This is an optimization exercise on Yosys and OpenROAD, whose aim is small area, not a production implementation. Where RTL was checked, it was by simulation tests only, not by an equivalence proof against the original. No functional check of the RTL was part of runs 1, 2 and 4. Power and IR drop assume default switching activity.

## flow/design.v

```verilog
package blowfish_pkg;
  localparam int unsigned NUM_ROUNDS = 16;
  localparam int unsigned KEY_WORDS  = 14;
  localparam logic [18*32-1:0] P_ARRAY = {
    32'h243f6a88, 32'h85a308d3, 32'h13198a2e, 32'h03707344,
    32'ha4093822, 32'h299f31d0, 32'h082efa98, 32'hec4e6c89,
    32'h452821e6, 32'h38d01377, 32'hbe5466cf, 32'h34e90c6c,
    32'hc0ac29b7, 32'hc97c50dd, 32'h3f84d5b5, 32'hb5470917,
    32'h9216d5d9, 32'h8979fb1b
  };
endpackage
module bf_fa (
  input  logic a,
  input  logic b,
  input  logic c,
  output logic s,
  output logic co
);
  assign {co, s} = {1'b0, a} + {1'b0, b} + {1'b0, c};
endmodule
module bf_aoi3 (
  input  logic [2:0] d,
  input  logic [2:0] sel,
  output logic       y_n
);
  assign y_n = ~|(d & sel);
endmodule
module bf_aoi2 (
  input  logic [1:0] d,
  input  logic [1:0] sel,
  output logic       y_n
);
  assign y_n = ~|(d & sel);
endmodule
module bf_sel8 (
  input  logic [7:0] d,
  input  logic [7:0] sel,
  output logic       y
);
  logic [2:0] n;
  bf_aoi3 u_a (.d(d[2:0]), .sel(sel[2:0]), .y_n(n[0]));
  bf_aoi3 u_b (.d(d[5:3]), .sel(sel[5:3]), .y_n(n[1]));
  assign n[2] = ~|(d[7:6] & sel[7:6]);
  assign y = ~&n;
endmodule
module bf_prom (
  input  logic [4:0] pidx,
  input  logic [4:0] k,
  output logic       p
);
  assign p = blowfish_pkg::P_ARRAY[32*(5'd18 - pidx) + k];
endmodule
module blowfish_dec_iter (
  input  logic         clk,
  input  logic         rst_n,
  input  logic         in_valid,
  output logic         in_ready,
  input  logic [63:0]  ct,
  input  logic [448:0] key,
  output logic         out_valid,
  input  logic         out_ready,
  output logic [63:0]  pt
);
  localparam logic [127:0] SboxMul = {32'h9e3779b1, 32'h85ebca6b, 32'hc2b2ae35, 32'h27d4eb2f};
  localparam logic [127:0] SboxXor = {32'h7f4a7c15, 32'h165667b1, 32'hd3a2646c, 32'hfd7046c5};
  logic [4:0]  ph_q;
  logic [5:0]  k_q;
  logic        out_valid_q;
  logic [63:0] r_q;
  logic [7:0]  acc_q [4];
  logic        c1_q, c2_q;
  logic        swap, act, done, run;
  logic [4:0]  kk;
  logic [4:0]  pidx;       
  logic [3:0]  slot;       
  logic [511:0] src;
  logic        dbit, pbit, mbit, fbit, in31;
  logic        unused_key_msb;
  assign unused_key_msb = key[448];
  assign swap = k_q[5];
  assign act  = !k_q[5];
  assign kk   = k_q[4:0];
  assign done = (ph_q == 5'd18) && (k_q == 6'd63);
  assign run  = rst_n && in_valid && !out_valid_q && !done;
  always_ff @(posedge clk) begin
    if (run) {ph_q, k_q} <= {ph_q, k_q} + 11'd1;
    else     {ph_q, k_q} <= '0;
    out_valid_q <= rst_n && ((done && in_valid) || (out_valid_q && !out_ready));
  end
  assign in_ready  = done;
  assign out_valid = out_valid_q;
  assign pt        = {r_q[31:0], r_q[63:32]};
  always_comb begin
    pidx = (ph_q == 5'd18 && swap) ? 5'd1 : 5'(5'd20 - ph_q);
    case (ph_q)
      5'd0:    slot = 4'd15;                       
      5'd1:    slot = 4'd14;                       
      default: slot = (pidx > 5'd14) ? 4'(5'd28 - pidx) : 4'(5'd13 - (pidx - 5'd1));
    endcase
  end
  assign src = {ct, key[447:0]};
  logic [7:0]  oh1, oh2, oh3;
  logic [63:0] lv1;
  logic [7:0]  lv2;
  assign oh1 = 8'd1 << kk[2:0];
  assign oh2 = 8'd1 << {slot[0], kk[4:3]};
  assign oh3 = 8'd1 << slot[3:1];
  for (genvar m = 0; m < 64; m++) begin : g_lv1
    bf_sel8 u_sel (.d(src[8*m +: 8]), .sel(oh1), .y(lv1[m]));
  end
  for (genvar n = 0; n < 8; n++) begin : g_lv2
    bf_sel8 u_sel (.d(lv1[8*n +: 8]), .sel(oh2), .y(lv2[n]));
  end
  bf_sel8 u_sel3 (.d(lv2), .sel(oh3), .y(dbit));
  assign pbit = blowfish_pkg::P_ARRAY[32*(5'd18 - pidx) + kk];
  always_comb begin
    if (act)                mbit = dbit ^ (pbit && ph_q >= 5'd2);
    else if (ph_q == 5'd18) mbit = dbit ^ pbit;
    else                    mbit = 1'b0;
  end
  logic [3:0]  mul, msk;
  logic [7:0]  add  [4];
  logic [7:0]  acc_d [4];
  logic [8:0]  cy   [4];
  logic [3:0]  s;
  logic        u, w, c1_d, c2_d;
  for (genvar j = 0; j < 4; j++) begin : g_sbox
    assign mul[j] = act && SboxMul[32*(3-j) + kk];
    assign msk[j] = act && SboxXor[32*(3-j) + kk];
    assign add[j] = mul[j] ? r_q[63-8*j -: 8] : 8'd0;
    assign cy[j][0] = 1'b0;
    for (genvar b = 0; b < 8; b++) begin : g_bit
      logic sum;
      if (b == 0) begin : g_ha
        assign sum       = acc_q[j][0] ^ add[j][0];
        assign cy[j][1]  = acc_q[j][0] & add[j][0];
      end else begin : g_fa
        bf_fa u_fa (.a(acc_q[j][b]), .b(add[j][b]), .c(cy[j][b]), .s(sum), .co(cy[j][b+1]));
        assign acc_d[j][b-1] = sum;
      end
      if (b == 0) begin : g_s
        assign s[j] = sum ^ msk[j];
      end
    end
    assign acc_d[j][7] = cy[j][8];
  end
  bf_fa u_fa1 (.a(s[0]), .b(s[1]), .c(c1_q), .s(u), .co(c1_d));
  assign w = u ^ s[2];
  bf_fa u_fa2 (.a(w), .b(s[3]), .c(c2_q), .s(fbit), .co(c2_d));
  always_ff @(posedge clk) begin
    for (int j = 0; j < 4; j++) acc_q[j] <= acc_d[j];
    c1_q <= c1_d;
    c2_q <= c2_d;
  end
  always_comb begin
    if (swap) in31 = r_q[32] ^ mbit;
    else      in31 = (r_q[0] && ph_q >= 5'd2) ^ (fbit && ph_q >= 5'd3) ^ mbit;
  end
  always_ff @(posedge clk) begin
    if (!out_valid_q) begin
      r_q[31:0] <= {in31, r_q[31:1]};
      if (swap) r_q[63:32] <= {r_q[0], r_q[63:33]};
    end
  end
endmodule
```

## flow/flow/run.sh

```bash
#!/bin/bash
# The standard layout (the standard.sh: ORFS synthesis through finish), with every
# input and output port buffered by the smallest buffer, sky130_fd_sc_hd__buf_1.
set -euo pipefail
export BUFFER_PORTS_ARGS="-buffer_cell sky130_fd_sc_hd__buf_1"
bash standard.sh > standard_flow.log 2>&1
```

## flow/standard.sh

```bash
#!/bin/bash
# synth_recipe.tcl (not shown) runs the flow's synth.tcl, then flattens the netlist and writes it again
# the make line also repeats each setting of config.mk as NAME=value (left out here)
make -C /OpenROAD-flow-scripts/flow DESIGN_CONFIG=/design/flow/config.mk WORK_HOME=/design/flow/orfs CLKGATE_MAP_FILE= SYNTH_SCRIPT=/design/flow/synth_recipe.tcl "${@:-finish}"
```

## flow/config.mk

```make
export PLATFORM = sky130hd
export DESIGN_NAME = blowfish_dec_iter
export DESIGN_NICKNAME = blowfish_dec_iter
export VERILOG_FILES = /design/flow/design.v
export SDC_FILE = /design/flow/constraint.sdc
export NUM_CORES = 4
export LEC_CHECK = 0
export CAP_MARGIN = 20
export CORE_MARGIN = 2
export CORE_UTILIZATION = 40
export SLEW_MARGIN = 20
export SYNTH_HIERARCHICAL = 1
```

## flow/constraint.sdc

```tcl
create_clock -name core_clock -period 12.5 [get_ports {clk}]
set_input_delay 2.5000 -clock core_clock [delete_from_list [all_inputs] [get_ports {clk}]]
set_output_delay 2.5000 -clock core_clock [all_outputs]
set_load 0.01 [all_outputs]
```

==> key figures, run 1 <==
Logic synthesis
  – Asr flop ratio synth: 0
  – Synth area leader: edfxtp_1
  – Syn avg cell area: 9.544 um^2
  – Sequential fraction of the synthesis area: 0.3317
  – Gate Count Post-Synth: 898
  – Area share of the largest cell type after synthesis: 0.2242
  – Top cells by area, synth: edfxtp_1, a222oi_1, dfxtp_1
  – Yosys cell types: 60
  – Post-synth EDFFs: 64
  – Seq cells post-synth: 110
  – Syn Nets: 1,465
  – Synthesized area: 0.008571 mm^2
  – Top FF cell, synth: edfxtp_1
  – Synth warn: 15

Run status
  – Err: [ERROR PPL-0024] Number of IO pins (583) exceeds maximum number of available positions (538). Increase the die perimeter from 601.52um to 792.88um.
  – Failed at: I/O pin placement (3_2_place_iop)
  – Status: aborted with a tool error

Die
  – Die H: 150.4 um
  – Die Wd: 150.4 um
  – Std cell rows: 53
  – Initial core utilization: 0.4077
## modules after synthesis (local to each module, per instance)
module	flops+latches	copies in the design	cells inside	cell area, um^2
blowfish_dec_iter	110	1	576	5595
bf_aoi3	0	146	1	10.01
bf_fa	0	30	1	20.02
bf_sel8	0	73	2	12.51
## cells in the mapped netlist, drive strengths merged, types with 2 or more instances
library cell / number
a222oi: 147
nand3: 82
a22oi: 75
nor2: 66
edfxtp: 64
nand2: 58
dfxtp: 46
o21ai: 43
and2: 42
a21oi: 36
fa: 30
clkbuf: 22
ha: 20
nor3: 18
buf: 15
xnor2: 15
inv: 12
nor2b: 12
a221oi: 9
xor2: 8
a211oi: 6
a311oi: 6
o221ai: 5
o311ai: 5
and3: 4
o2111ai: 4
o31ai: 4
a31oi: 3
nand4: 3
o211a: 3
o211ai: 3
or3: 3
a2111oi: 2
a21o: 2
a221o: 2
clkinv: 2
nand2b: 2
nand3b: 2
nor4: 2
o31a: 2
o32ai: 2
## cell families after synthesis
family	after synthesis	synth area share
buffers and inverters	51	0.02380
AND/OR/NAND/NOR	296	0.1674
XOR/XNOR	23	0.02438
multiplexers	1	0.001168
adder cells (fa/ha/maj)	51	0.1004
AO/OA/AOI/OAI	366	0.3511
flip-flops	110	0.3317
==> run 2: changes to the inputs <==
--- a/flow/config.mk
+++ b/flow/config.mk
@@ -8,4 +8,4 @@
 export CAP_MARGIN = 20
-export CORE_MARGIN = 2
-export CORE_UTILIZATION = 40
+export CORE_AREA = 3 3 202 202
+export DIE_AREA = 0 0 205 205
 export SLEW_MARGIN = 20
==> run 2 against run 1 <==
The run now finishes clean. Synthesized area did not move. Synthesized cell count unchanged.
==> key figures, run 2 <==
Die
  – Std cell rows: 72
  – Die H: 205 um
  – Die Area: 0.04203 mm^2
  – Core area: 0.03892 mm^2
  – Die Wd: 205 um
  – Ports: 583
  – Initial core utilization: 0.2202

Layout
  – Max FFs per register: 64
  – Largest register by flop count: r_q
  – Area grow syn2layout: 37.07%
  – Commonest cells after routing, fill and taps aside: buf_1, a222oi_1, nand3_1
  – Layout cell share with drive strength beyond 1: 0.03729
  – Post-Layout Inst Area: 0.01175 mm^2
  – NumNets Final: 2,037
  – Commonest non-fill, non-tap cell in the layout: buf_1

Critical path
  – Reg2reg start: k_q[1]
  – Cell-by-cell trace of the critical path: buf_4 -> inv_1 -> ha_1 -> and2_2 -> buf_4 -> nor2_1 -> o22ai_1 -> a211oi_1 -> and2_1 -> ha_1 -> fa_1 -> fa_1 -> fa_1 -> fa_1 -> fa_1 -> fa_1 -> fa_1
  – Crit Path Max Fanout: 36
  – Cell with the largest stage delay on the worst path: and2_2
  – Start point of the critical path: k_q[1]
  – Crit-path max cell delay: 0.73 ns
  – CP most frequent cell: fa_1
  – Critical Path Source Type: flop
  – WP data arrival: 6.68 ns
  – Reg2reg end: acc_q[3][6]
  – CP required: 12.74 ns
  – Critical path class: reg -> reg
  – Worst-case reg-to-reg path depth: 17
  – CP endpoint kind: flop
  – R2R Setup Slk: 6.06 ns

Timing
  – Worst hold slack: 0.4493 ns
  – Final min period: 6.435 ns
  – Worst Tran Pin Value: 1.097 ns
  – Max-slew violations: 0
  – F_max: 155.4 MHz
  – Final worst slack: 6.065 ns
  – Fin crit share: 0.5148
  – Setup Skew: 0.008301 ns
  – Post-Route Setup TNS: 0 ns
  – Final number of setup-violating endpoints: 0
  – Slew headroom: 0.2646
  – Hold Vio Cnt, Final: 0
  – RSZ-0062 raised after global routing: no

Logic synthesis
  – Yosys cell types: 60
  – Synth warn: 15
  – Gate Count Post-Synth: 898
  – Asr flop ratio synth: 0
  – Seq cells post-synth: 110
  – Sequential fraction of the synthesis area: 0.3317
  – Syn Nets: 1,465
  – Synth area leader: edfxtp_1
  – Top cells by area, synth: edfxtp_1, a222oi_1, dfxtp_1
  – Synthesized area: 0.008571 mm^2
  – Area share of the largest cell type after synthesis: 0.2242
  – Top FF cell, synth: edfxtp_1
  – Post-synth EDFFs: 64
  – Syn avg cell area: 9.544 um^2
  – Synth cell count leaders: a222oi_1, nand3_1, a22oi_1
  – Most frequent cell after synthesis: a222oi_1

CTS
  – Clock Path Buffers: 2
  – Clock latency (worst-skew pair): 0.36 ns
  – CTS Sinks: 110
  – Clk root buf: clkbuf_16
  – CTS Buf Count: 9
  – CTS Hold Buffers Added: 0
  – Postcts setup bufs: 0
  – H-tree Lvls: 3
  – CTS tree: yes
  – CTS clk-pin slew, worst paths: 0.08 ns
  – Resized cells post-CTS: 0

Placement
  – Port Buf Inserts: 581
  – Routability cong.: 0.9414
  – Half-perimeter wire length after placement: 34.84 mm
  – Placed cell area: 0.01144 mm^2
  – Place WS: 6.159 ns

Drt
  – Via density: 5.699
  – Initial DRC count: 2,105
  – WL per Instance: 23.36 um
  – Antenna-violating nets left: 0
  – Final WL: 46.58 mm
  – Vias: 11,364
  – DRC: 0
  – First-pass iteration count of the detailed router: 15

Power
  – Power, Total: 1084 uW
  – Max rail drop VDD: 0.00008271 V
  – Cell Pwr Density: 92.30 mW/mm^2
  – Static Leak: 0.003708 uW

Flow run
  – Max Cap Violations: 0

Worst hold path
  – Hold/Removal Path Class: reg -> reg
  – Worst Hold End: r_q[15]
  – Hold depth: 0
  – HP Start: r_q[16]

GRT
  – GRT Total Usage: 0.2019
  – Global-route wire length before repair: 64.44 mm
  – Initial antenna violation count: 6
  – Largest net degree at the start of global routing: 67
  – GRT overflow: 0
  – Vias in the first global route: 10,524

Run status
  – Status: finished clean
[run 2: logic make-up (layout without fill, tap and decap cells)]
| kind of cell | count (synthesis) | count (layout) | synth area share |
|---|---|---|---|
| compound gates | 366 | 366 | 0.3511 |
| xor+xnor | 23 | 23 | 0.02438 |
| simple gates | 296 | 296 | 0.1674 |
| flops | 110 | 110 | 0.3317 |
| buf+inv | 51 | 628 | 0.02380 |
| other cells | 0 | 1 | 0 |
| mux | 1 | 1 | 0.001168 |
| fa+ha+maj | 51 | 51 | 0.1004 |
[run 2: stage by stage]
stage / cells / utilization
after floorplan: 898 / -
after global placement: 1976 / 0.2935
after detailed placement: 1977 / 0.2939
after CTS: 1993 / 0.3015
after global routing: 1994 / 0.3019
final: 1994 / 0.3019
[run 2: worst max-delay path, delay by kind of cell (launching register included)]
kind | cells | cell delay, ns
AOI/OAI and AO/OA | 2 | 0.37
buffers and inverters | 3 | 1.26
adders and majority gates | 9 | 3.29
DFF | 1 | 0.30
and+or+nand+nor | 3 | 1.07
[run 2: worst max-delay path by stage]
stage / endpoint / slack, ns / cells after the start
2_1_floorplan: acc_q[0][6] / 5.81 / 16
3_5_place_dp: acc_q[3][6] / 6.16 / 17
5_1_grt: acc_q[3][6] / 5.83 / 17
6_report: acc_q[3][6] / 6.06 / 17
4_1_cts: acc_q[3][6] / 6.15 / 17
3_3_place_gp: acc_q[3][6] / 6.29 / 17
[run 2: routing by layer]
layer / global-route usage / routed length (um) / part of all wire / vias up
met5: 0 / 0 / 0 / -
met1: 0.2680 / 18620 / 0.40 / 5518
li1: - / - / - / 5004
met2: 0.3383 / 22530 / 0.48 / 762
met4: 0.04686 / 988 / 0.021 / 0
met3: 0.04052 / 4444 / 0.095 / 80
[run 2: power breakdown]
group	total (uW)	internal (uW)	switching [uW]
Combinational	302	141	161
Clock	284	141	143
Sequential	498	458	39.5
[run 2: final cells by class]
| type | count | area (um^2) |
|---|---|---|
| Multi-Input combinational cell | 737 | 5588 |
| Clock buffer | 9 | 225.2 |
| Fill cell | 4152 | 27170 |
| Timing Repair Buffer | 598 | 2316 |
| Clock inverter | 7 | 72.57 |
| Antenna cell | 1 | 2.502 |
| Sequential cell | 110 | 2843 |
| Tap cell | 518 | 648.1 |
| Inverter | 14 | 52.55 |
[run 2: per-module statistics from Yosys (local to each module, per instance)]
module,cells inside,copies in the design
blowfish_dec_iter,576,1
bf_fa,1,30
bf_aoi3,1,146
bf_sel8,2,73
==> run 3: changes to the inputs <==
--- a/flow/design.v
+++ b/flow/design.v
@@ -130,14 +130,8 @@
     assign add[j] = mul[j] ? r_q[63-8*j -: 8] : 8'd0;
-    assign cy[j][0] = 1'b0;
     for (genvar b = 0; b < 8; b++) begin : g_bit
-      logic sum;
       if (b == 0) begin : g_ha
-        assign sum       = acc_q[j][0] ^ add[j][0];
+        assign s[j]      = acc_q[j][0] ^ add[j][0] ^ msk[j];
         assign cy[j][1]  = acc_q[j][0] & add[j][0];
       end else begin : g_fa
-        bf_fa u_fa (.a(acc_q[j][b]), .b(add[j][b]), .c(cy[j][b]), .s(sum), .co(cy[j][b+1]));
-        assign acc_d[j][b-1] = sum;
-      end
-      if (b == 0) begin : g_s
-        assign s[j] = sum ^ msk[j];
+        bf_fa u_fa (.a(acc_q[j][b]), .b(add[j][b]), .c(cy[j][b]), .s(acc_d[j][b-1]), .co(cy[j][b+1]));
       end
==> run 3 against run 2 <==
Via count increased by 0.93%. Sequential power about the same. Still clean on timing, DRC and antenna. First-iteration DRC count increased by 9.5%. Worst hold slack improved by 0.0014 ns. Non-clock buffer count increased by 4. Sequential share of layout area decreased by 0.20 points. Fmax decreased by 2.2%. Sequential cell count unchanged. Synthesized area increased by 1.0%. Cell count unchanged.
==> key figures, run 3 <==
Layout
  – Commonest non-fill, non-tap cell in the layout: buf_1
  – Filler cell count: 4,188
  – Commonest cells after routing, fill and taps aside: buf_1, a222oi_1, nand3_1
  – Final std cells w/o fill: 1,994
  – NumNets Final: 2,029
  – Layout cell share with drive strength beyond 1: 0.04223
  – Area grow syn2layout: 36.85%
  – Largest register by flop count: r_q
  – Max FFs per register: 64

Timing
  – Fin crit share: 0.5267
  – Worst Tran Pin Value: 1.089 ns
  – Post-Route Setup TNS: 0 ns
  – Hold Vio Cnt, Final: 0
  – Final min period: 6.583 ns
  – Slew headroom: 0.2743
  – Final number of setup-violating endpoints: 0
  – Setup Skew: 0.006826 ns
  – Max-slew violations: 0
  – RSZ-0062 raised after global routing: no
  – F_max: 151.9 MHz

Logic synthesis
  – Top FF cell, synth: edfxtp_1
  – Top cells by area, synth: edfxtp_1, a222oi_1, dfxtp_1
  – Area share of the largest cell type after synthesis: 0.2220
  – Synth cell count leaders: a222oi_1, nand3_1, a22oi_1
  – Gate Count Post-Synth: 891
  – Yosys cell types: 72
  – Asr flop ratio synth: 0
  – Seq cells post-synth: 110
  – Synth area leader: edfxtp_1
  – Most frequent cell after synthesis: a222oi_1
  – Syn Nets: 1,457
  – Synthesized area: 0.008657 mm^2
  – Synth warn: 15
  – Syn avg cell area: 9.716 um^2
  – Post-synth EDFFs: 64
  – Sequential fraction of the synthesis area: 0.3284

Drt
  – Antenna-violating nets left: 0
  – Initial DRC count: 2,304
  – First-pass iteration count of the detailed router: 14
  – Vias: 11,470
  – Via density: 5.752
  – DRC: 0
  – WL per Instance: 26.08 um
  – Final WL: 52.00 mm

Power
  – Sw Pwr: 348.7 uW
  – Sw frac: 0.3117
  – Sequential Power Share: 0.445
  – Max rail drop VDD: 0.0001217 V
  – Clock Power Share: 0.267
  – Internal power: 770.0 uW
  – Combinational share of power: 0.288
  – Static Leak: 0.003703 uW
  – Cell Pwr Density: 94.42 mW/mm^2

Critical path
  – Family with the most delay on the worst path: adder cells
  – CP most frequent cell: xnor2_1
  – Crit Path Max Fanout: 66
  – WP buf/inv: 3
  – WP data arrival: 6.77 ns
  – CP endpoint kind: flop
  – Cell-by-cell trace of the critical path: buf_4 -> inv_1 -> ha_1 -> and2_2 -> buf_4 -> a21o_1 -> nand2_1 -> a21oi_1 -> nor3_1 -> and2_1 -> ha_1 -> xor2_1 -> fa_1 -> xnor2_1 -> xnor2_1 -> fa_1 -> nand2_1 -> xnor2_1 -> o21ai_0 -> nor3_1 -> a311o_1 -> a41o_1 -> nor3_2
  – Cell with the largest stage delay on the worst path: fa_1
  – Crit-path max cell delay: 0.65 ns
  – Critical Path Source Type: flop
  – CP required: 12.69 ns
  – Critical path class: reg -> reg

Die
  – Core area: 0.03892 mm^2
  – Die Wd: 205 um
  – Die Area: 0.04203 mm^2
  – Ports: 583
  – Initial core utilization: 0.2224
  – Die H: 205 um
  – Std cell rows: 72

GRT
  – GRT Total Usage: 0.2266
  – GRT overflow: 0
  – Global-route wire length before repair: 70.44 mm
  – Initial antenna violation count: 9
  – Largest net degree at the start of global routing: 67
  – Vias in the first global route: 10,450

CTS
  – Clock Path Buffers: 2
  – CTS tree: yes
  – Postcts setup bufs: 0
  – Clock latency (worst-skew pair): 0.35 ns
  – Resized cells post-CTS: 0
  – CTS clk-pin slew, worst paths: 0.07 ns
  – CTS Buf Count: 9
  – Clk root buf: clkbuf_16
  – CTS Sinks: 110
  – H-tree Lvls: 3
  – CTS Hold Buffers Added: 0

Flow run
  – Max Cap Violations: 0

Placement
  – Routability cong.: 1.042
  – Half-perimeter wire length after placement: 40.32 mm
  – Port Buf Inserts: 581
  – Placed cell count: 1,970

Run status
  – Status: finished clean

Worst hold path
  – Hold/Removal Path Class: reg -> reg
==> run 3: cells by family after synthesis <==
kind of cell / synth area share
fa+ha+maj: 0.09684
simple gates: 0.1731
mux: 0.004770
buf+inv: 0.02703
flops: 0.3284
xor+xnor: 0.02125
compound gates: 0.3486
==> run 3: path summary, 6_finish.rpt <==
kind         cells after the start       to  slack (ns)  startpoint
min reg2reg                      0   r_q[1]        0.45      r_q[2]
max reg2reg                     23  r_q[31]        5.92      k_q[1]
max                             23  r_q[31]        5.92      k_q[1]
min                              0   r_q[1]        0.45      r_q[2]
==> run 3: cell type report <==
| class | count | area [um^2] | share of cell area |
|---|---|---|---|
| clock inverter | 5 | 75.07 | 0.006336 |
| antenna | 8 | 20.02 | 0.001690 |
| inverter | 13 | 48.80 | 0.004119 |
| sequential | 110 | 2843 | 0.2399 |
| timing repair buffer | 602 | 2346 | 0.1980 |
| clock buffer | 11 | 242.7 | 0.02049 |
| tap | 518 | 648.1 | 0.05470 |
| multi-input combinational | 727 | 5624 | 0.4747 |
==> run 3: stage by stage <==
stage	util	worst slack (ns)	area, um^2	hold slack, ns	total power (uW)
3_5_place_dp	0.2958	6.032	11510	0.4348	828.6
2_1_floorplan	-	5.600	8657	0.4737	667.1
4_1_cts	0.3039	5.969	11830	0.4578	1133
3_3_place_gp	0.2954	6.109	11490	0.4349	808.8
5_1_grt	0.3044	5.489	11850	0.4705	1192
6_report	0.3044	5.917	11850	0.4507	1119
==> run 3: power by group through the flow <==
stage | registers [uW] | clock network [uW] | logic (uW)
after floorplan | 505 | 0 | 162
after global placement | 504 | 0 | 305
after detailed placement | 507 | 0 | 322
after CTS | 500 | 309 | 324
after global routing | 508 | 321 | 362
final | 497 | 299 | 323
==> run 3: layer usage <==
layer,part of all wire,vias up,GRT usage
met1,0.40,5627,0.3081
met2,0.48,777,0.3754
li1,-,5000,-
met4,0.017,2,0.04686
met3,0.10,64,0.04036
met5,0.00025,-,0.01905
==> run 3: Yosys stat by module (local to each module, per instance) <==
module	copies in the design	cells	area (um^2)	flops+latches
bf_aoi3	146	1	10.01	0
bf_fa	30	1	20.02	0
blowfish_dec_iter	1	569	5682	110
bf_sel8	73	2	12.51	0
==> run 4: changes to the inputs <==
--- a/flow/design.v
+++ b/flow/design.v
@@ -67,6 +67,8 @@
   logic [5:0]  k_q;
+  logic        sub_q;
   logic        out_valid_q;
   logic [63:0] r_q;
-  logic [7:0]  acc_q [4];
-  logic        c1_q, c2_q;
+  logic [7:0]  acca_q [2];    
+  logic [7:0]  accb_q [2];    
+  logic        c1_q, c2_q, u_q;
   logic        swap, act, done, run;
@@ -85,4 +87,9 @@
   always_ff @(posedge clk) begin
-    if (run) {ph_q, k_q} <= {ph_q, k_q} + 11'd1;
-    else     {ph_q, k_q} <= '0;
+    if (run) begin
+      {ph_q, k_q} <= {ph_q, k_q} + {10'd0, swap | sub_q};
+      sub_q       <= act && !sub_q;
+    end else begin
+      {ph_q, k_q} <= '0;
+      sub_q       <= 1'b0;
+    end
     out_valid_q <= rst_n && ((done && in_valid) || (out_valid_q && !out_ready));
@@ -120,18 +127,20 @@
   end
-  logic [3:0]  mul, msk;
-  logic [7:0]  add  [4];
-  logic [7:0]  acc_d [4];
-  logic [8:0]  cy   [4];
-  logic [3:0]  s;
+  logic [1:0]  mlo, mhi, xlo, xhi;
+  logic [7:0]  add  [2];
+  logic [7:0]  acc_d [2];
+  logic [8:0]  cy   [2];
+  logic [1:0]  s;
   logic        u, w, c1_d, c2_d;
-  for (genvar j = 0; j < 4; j++) begin : g_sbox
-    assign mul[j] = act && SboxMul[32*(3-j) + kk];
-    assign msk[j] = act && SboxXor[32*(3-j) + kk];
-    assign add[j] = mul[j] ? r_q[63-8*j -: 8] : 8'd0;
+  for (genvar j = 0; j < 2; j++) begin : g_add
+    assign mlo[j] = act && !sub_q && SboxMul[32*(3-j) + kk];
+    assign mhi[j] = act &&  sub_q && SboxMul[32*(1-j) + kk];
+    assign xlo[j] = act && !sub_q && SboxXor[32*(3-j) + kk];
+    assign xhi[j] = act &&  sub_q && SboxXor[32*(1-j) + kk];
+    assign add[j] = ({8{mlo[j]}} & r_q[63-8*j -: 8]) | ({8{mhi[j]}} & r_q[47-8*j -: 8]);
     for (genvar b = 0; b < 8; b++) begin : g_bit
       if (b == 0) begin : g_ha
-        assign s[j]      = acc_q[j][0] ^ add[j][0] ^ msk[j];
-        assign cy[j][1]  = acc_q[j][0] & add[j][0];
+        assign s[j]      = accb_q[j][0] ^ add[j][0] ^ xlo[j] ^ xhi[j];
+        assign cy[j][1]  = accb_q[j][0] & add[j][0];
       end else begin : g_fa
-        bf_fa u_fa (.a(acc_q[j][b]), .b(add[j][b]), .c(cy[j][b]), .s(acc_d[j][b-1]), .co(cy[j][b+1]));
+        bf_fa u_fa (.a(accb_q[j][b]), .b(add[j][b]), .c(cy[j][b]), .s(acc_d[j][b-1]), .co(cy[j][b+1]));
       end
@@ -141,8 +150,12 @@
   bf_fa u_fa1 (.a(s[0]), .b(s[1]), .c(c1_q), .s(u), .co(c1_d));
-  assign w = u ^ s[2];
-  bf_fa u_fa2 (.a(w), .b(s[3]), .c(c2_q), .s(fbit), .co(c2_d));
+  assign w = u_q ^ s[0];
+  bf_fa u_fa2 (.a(w), .b(s[1]), .c(c2_q), .s(fbit), .co(c2_d));
   always_ff @(posedge clk) begin
-    for (int j = 0; j < 4; j++) acc_q[j] <= acc_d[j];
-    c1_q <= c1_d;
-    c2_q <= c2_d;
+    for (int j = 0; j < 2; j++) begin
+      acca_q[j] <= acc_d[j];
+      accb_q[j] <= acca_q[j];
+    end
+    u_q <= u;
+    if (!sub_q)         c1_q <= c1_d;
+    if (sub_q || swap)  c2_q <= c2_d;
   end
@@ -153,3 +166,3 @@
   always_ff @(posedge clk) begin
-    if (!out_valid_q) begin
+    if (!out_valid_q && (swap || sub_q)) begin
       r_q[31:0] <= {in31, r_q[31:1]};
--- a/flow/config.mk
+++ b/flow/config.mk
@@ -9,2 +9,3 @@
 export CORE_AREA = 3 3 202 202
+export CTS_BUF_LIST = sky130_fd_sc_hd__clkbuf_8
 export DIE_AREA = 0 0 205 205
==> run 4 against run 3 <==
Still clean on timing, DRC and antenna. Synthesized cell count fell by 3.4%. Sequential cell count rose by 2. Core utilization fell by 1.2 points. Cell count fell by 1.3%. Via count fell by 3.2%. Fmax fell by 0.70%. Setup slack got worse by 0.047 ns. Combinational power fell by 34%. Non-clock buffer count rose by 2. Global-route usage fell by 2.9 points. Clock power fell by 33%. Critical path type unchanged. Largest power group unchanged. Highest routed layer is now met4.
==> key figures, run 4 <==
Layout
  – Max FFs per register: 64
  – NumNets Final: 1,994
  – Commonest cells after routing, fill and taps aside: buf_1, a222oi_1, nand3_1
  – Commonest non-fill, non-tap cell in the layout: buf_1
  – Area grow syn2layout: 37.39%
  – Layout cell share with drive strength beyond 1: 0.04213
  – Final std cells w/o fill: 1,969
  – Largest register by flop count: r_q

Logic synthesis
  – Area share of the largest cell type after synthesis: 0.2389
  – Seq cells post-synth: 112
  – Post-synthesis adder-cell area fraction: 0.06576
  – Post-synthesis mux area share: 0.003620
  – Top cells by area, synth: edfxtp_1, a222oi_1, dfxtp_1
  – Sequential fraction of the synthesis area: 0.3499
  – Synth warn: 17
  – Synth cell count leaders: a222oi_1, nand3_1, a22oi_1
  – Yosys cell types: 64
  – Most frequent cell after synthesis: a222oi_1
  – Gate Count Post-Synth: 861
  – Syn avg cell area: 9.635 um^2
  – Compound-Gate Fraction of Synth Area: 0.3830
  – Simple-Gate Fraction of Synth Area: 0.1475
  – Largest family of logic cells by synthesized area: compound AO/OA/AOI/OAI gates
  – Post-synth EDFFs: 66
  – Asr flop ratio synth: 0
  – Top FF cell, synth: edfxtp_1
  – Syn Nets: 1,412
  – Synth area leader: edfxtp_1
  – Synthesized area: 0.008295 mm^2
  – Synth Area in XOR/XNOR: 0.02428

Run status
  – Status: finished clean

Timing
  – Setup Skew: 0.01225 ns
  – Worst Tran Pin Value: 1.166 ns
  – Max-slew violations: 0
  – Final number of setup-violating endpoints: 0
  – F_max: 150.8 MHz
  – Slew headroom: 0.2201
  – Post-Route Setup TNS: 0 ns
  – Hold Vio Cnt, Final: 0
  – RSZ-0062 raised after global routing: no
  – Fin crit share: 0.5304
  – Final worst slack: 5.870 ns
  – Final min period: 6.630 ns

Worst hold path
  – HP Start: acca_q[1][2]
  – Hold depth: 0
  – Worst Hold End: accb_q[1][2]
  – Hold/Removal Path Class: reg -> reg

Placement
  – Placed cell count: 1,950
  – Place WS: 6.002 ns
  – Port Buf Inserts: 581
  – Routability cong.: 1.017
  – Half-perimeter wire length after placement: 34.86 mm

Critical path
  – Critical path class: reg -> reg
  – Worst-case reg-to-reg path depth: 18
  – Reg2reg end: acca_q[1][6]
  – Crit-path max cell delay: 0.66 ns
  – Cell with the largest stage delay on the worst path: and2_2
  – CP endpoint kind: flop
  – CP required: 12.75 ns
  – WP data arrival: 6.88 ns
  – CP most frequent cell: fa_1
  – Critical Path Source Type: flop
  – Reg2reg start: k_q[1]
  – Family with the most delay on the worst path: adder cells
  – Cell-by-cell trace of the critical path: buf_4 -> inv_1 -> ha_1 -> and2_2 -> buf_4 -> o21ai_0 -> o21ai_0 -> a2111oi_1 -> buf_4 -> a22o_1 -> ha_1 -> fa_1 -> fa_1 -> fa_1 -> fa_1 -> fa_1 -> fa_1 -> fa_1
  – Crit Path Max Fanout: 37
  – R2R Setup Slk: 5.87 ns
  – WP buf/inv: 4

CTS
  – Clk root buf: clkbuf_8
  – CTS Hold Buffers Added: 0
  – CTS Buf Count: 9
  – CTS tree: yes
  – Resized cells post-CTS: 0
  – H-tree Lvls: 3
  – Postcts setup bufs: 0
  – CTS clk-pin slew, worst paths: 0.11 ns
  – CTS Sinks: 112
  – Clock latency (worst-skew pair): 0.36 ns
  – Clock Path Buffers: 2

Die
  – Die H: 205 um
  – Ports: 583
  – Die Wd: 205 um
  – Core area: 0.03892 mm^2
  – Die Area: 0.04203 mm^2
  – Initial core utilization: 0.2132
  – Std cell rows: 72

GRT
  – GRT overflow: 0
  – Initial antenna violation count: 3
  – Global-route wire length before repair: 63.39 mm
  – Largest net degree at the start of global routing: 67
  – GRT Total Usage: 0.1977
  – Vias in the first global route: 10,417

Power
  – Max rail drop VDD: 0.0001077 V
  – Cell Pwr Density: 78.43 mW/mm^2
  – Static Leak: 0.003511 uW
  – Power, Total: 893.9 uW

Drt
  – Antenna-violating nets left: 0
  – Via density: 5.637
  – WL per Instance: 23.21 um
  – First-pass iteration count of the detailed router: 15
  – DRC: 0
  – Vias: 11,099
  – Initial DRC count: 1,959
  – Final WL: 45.71 mm

Flow run
  – Max Cap Violations: 0
-- run 4: cell count changes in the layout (fill, tap and decap cells not counted), moves of 8 or more --
cell | before | now
and2_1 | 34 | 3
clkbuf_8 | 1 | 9
nor2_1 | 58 | 50
o21ai_0 | 17 | 31
clkbuf_16 | 9 | 0
a22o_1 | 0 | 16
fa_1 | 30 | 16
nand2_1 | 39 | 47
-- run 4: modules after synthesis, one instance, submodules excluded --
module / flops+latches / cells / copies in the design / cell area [um^2]
blowfish_dec_iter: 112 / 553 / 1 / 5600
bf_sel8: 0 / 2 / 73 / 12.51
bf_fa: 0 / 1 / 16 / 20.02
bf_aoi3: 0 / 1 / 146 / 10.01
-- run 4: how the worst max path moves through the flow --
stage,from,endpoint,slack [ns],depth (start not counted)
floorplan,k_q[1],r_q[31],5.97,19
global placement,k_q[1],acca_q[1][6],6.04,18
detailed placement,k_q[1],acca_q[1][6],6.00,18
CTS,k_q[1],acca_q[1][6],5.97,18
global route,k_q[1],acca_q[1][6],5.68,18
finish,k_q[1],acca_q[1][6],5.87,18
-- run 4: metrics by stage --
step | hold WS, ns | util | area, um^2
6_report | 0.3356 | 0.2929 | 11400
5_1_grt | 0.3414 | 0.2928 | 11390
2_1_floorplan | 0.3096 | - | 8295
3_5_place_dp | 0.3121 | 0.2877 | 11200
4_1_cts | 0.3349 | 0.2924 | 11380
3_3_place_gp | 0.3115 | 0.2877 | 11200
-- run 4: routing by layer --
metal  global-route usage  share of wire  up-vias
li1                     -              -     4941
met1               0.2552           0.39     5303
met2               0.3283           0.47      759
met3              0.02701          0.091       96
met4              0.08958          0.047        0
met5                    0              0        -
-- run 4: cells by family after synthesis --
family          after synthesis
compound gates              387
simple gates                252
flops                       112
buf+inv                      50
fa+ha+maj                    34
xor+xnor                     23
mux                           3
-- run 4: cell type report --
cell class                 count  area [um^2]
antenna                        3        7.507
timing repair buffer         604         2354
tap                          518        648.1
sequential                   112         2904
multi-input combinational    699         5238
fill                        4253        27520
clock inverter                 7        58.81
clock buffer                   9        123.9
inverter                      17        63.81
-- run 4: report_power, final --
| part | internal (uW) | switching [uW] | leakage [uW] | total (uW) |
|---|---|---|---|---|
| Sequential | 457 | 25.6 | 0.000989 | 483 |
| Clock | 76.6 | 122 | 0.0000983 | 199 |
| Combinational | 99.7 | 113 | 0.00242 | 212 |

port drivers added, routing unchanged:
No port has a modelled driver above. Below, the same layouts with a new extraction and two added sets of constraints.
Step 1 assumes that a clkbuf_16 drives the clock port and a buf_2 every other input.
Step 2 times the ports against the registers' clock, not the clock port: input delays grow and output delays shrink by t, the midpoint of the rising clock arrivals with the driver on.
a / b / c = ideal ports / drivers / drivers and shift; a / b = the first two.
run | t (ns) | slack for setup (ns) | clock arrival spread, ns
run 2 | 0.392 | 6.065 / 6.065 / 6.065 | 0.012 / 0.012
run 3 | 0.382 | 5.917 / 5.917 / 5.917 | 0.008 / 0.007
run 4 | 0.385 | 5.870 / 5.870 / 5.870 | 0.012 / 0.012
After both steps every run listed still meets setup and hold.
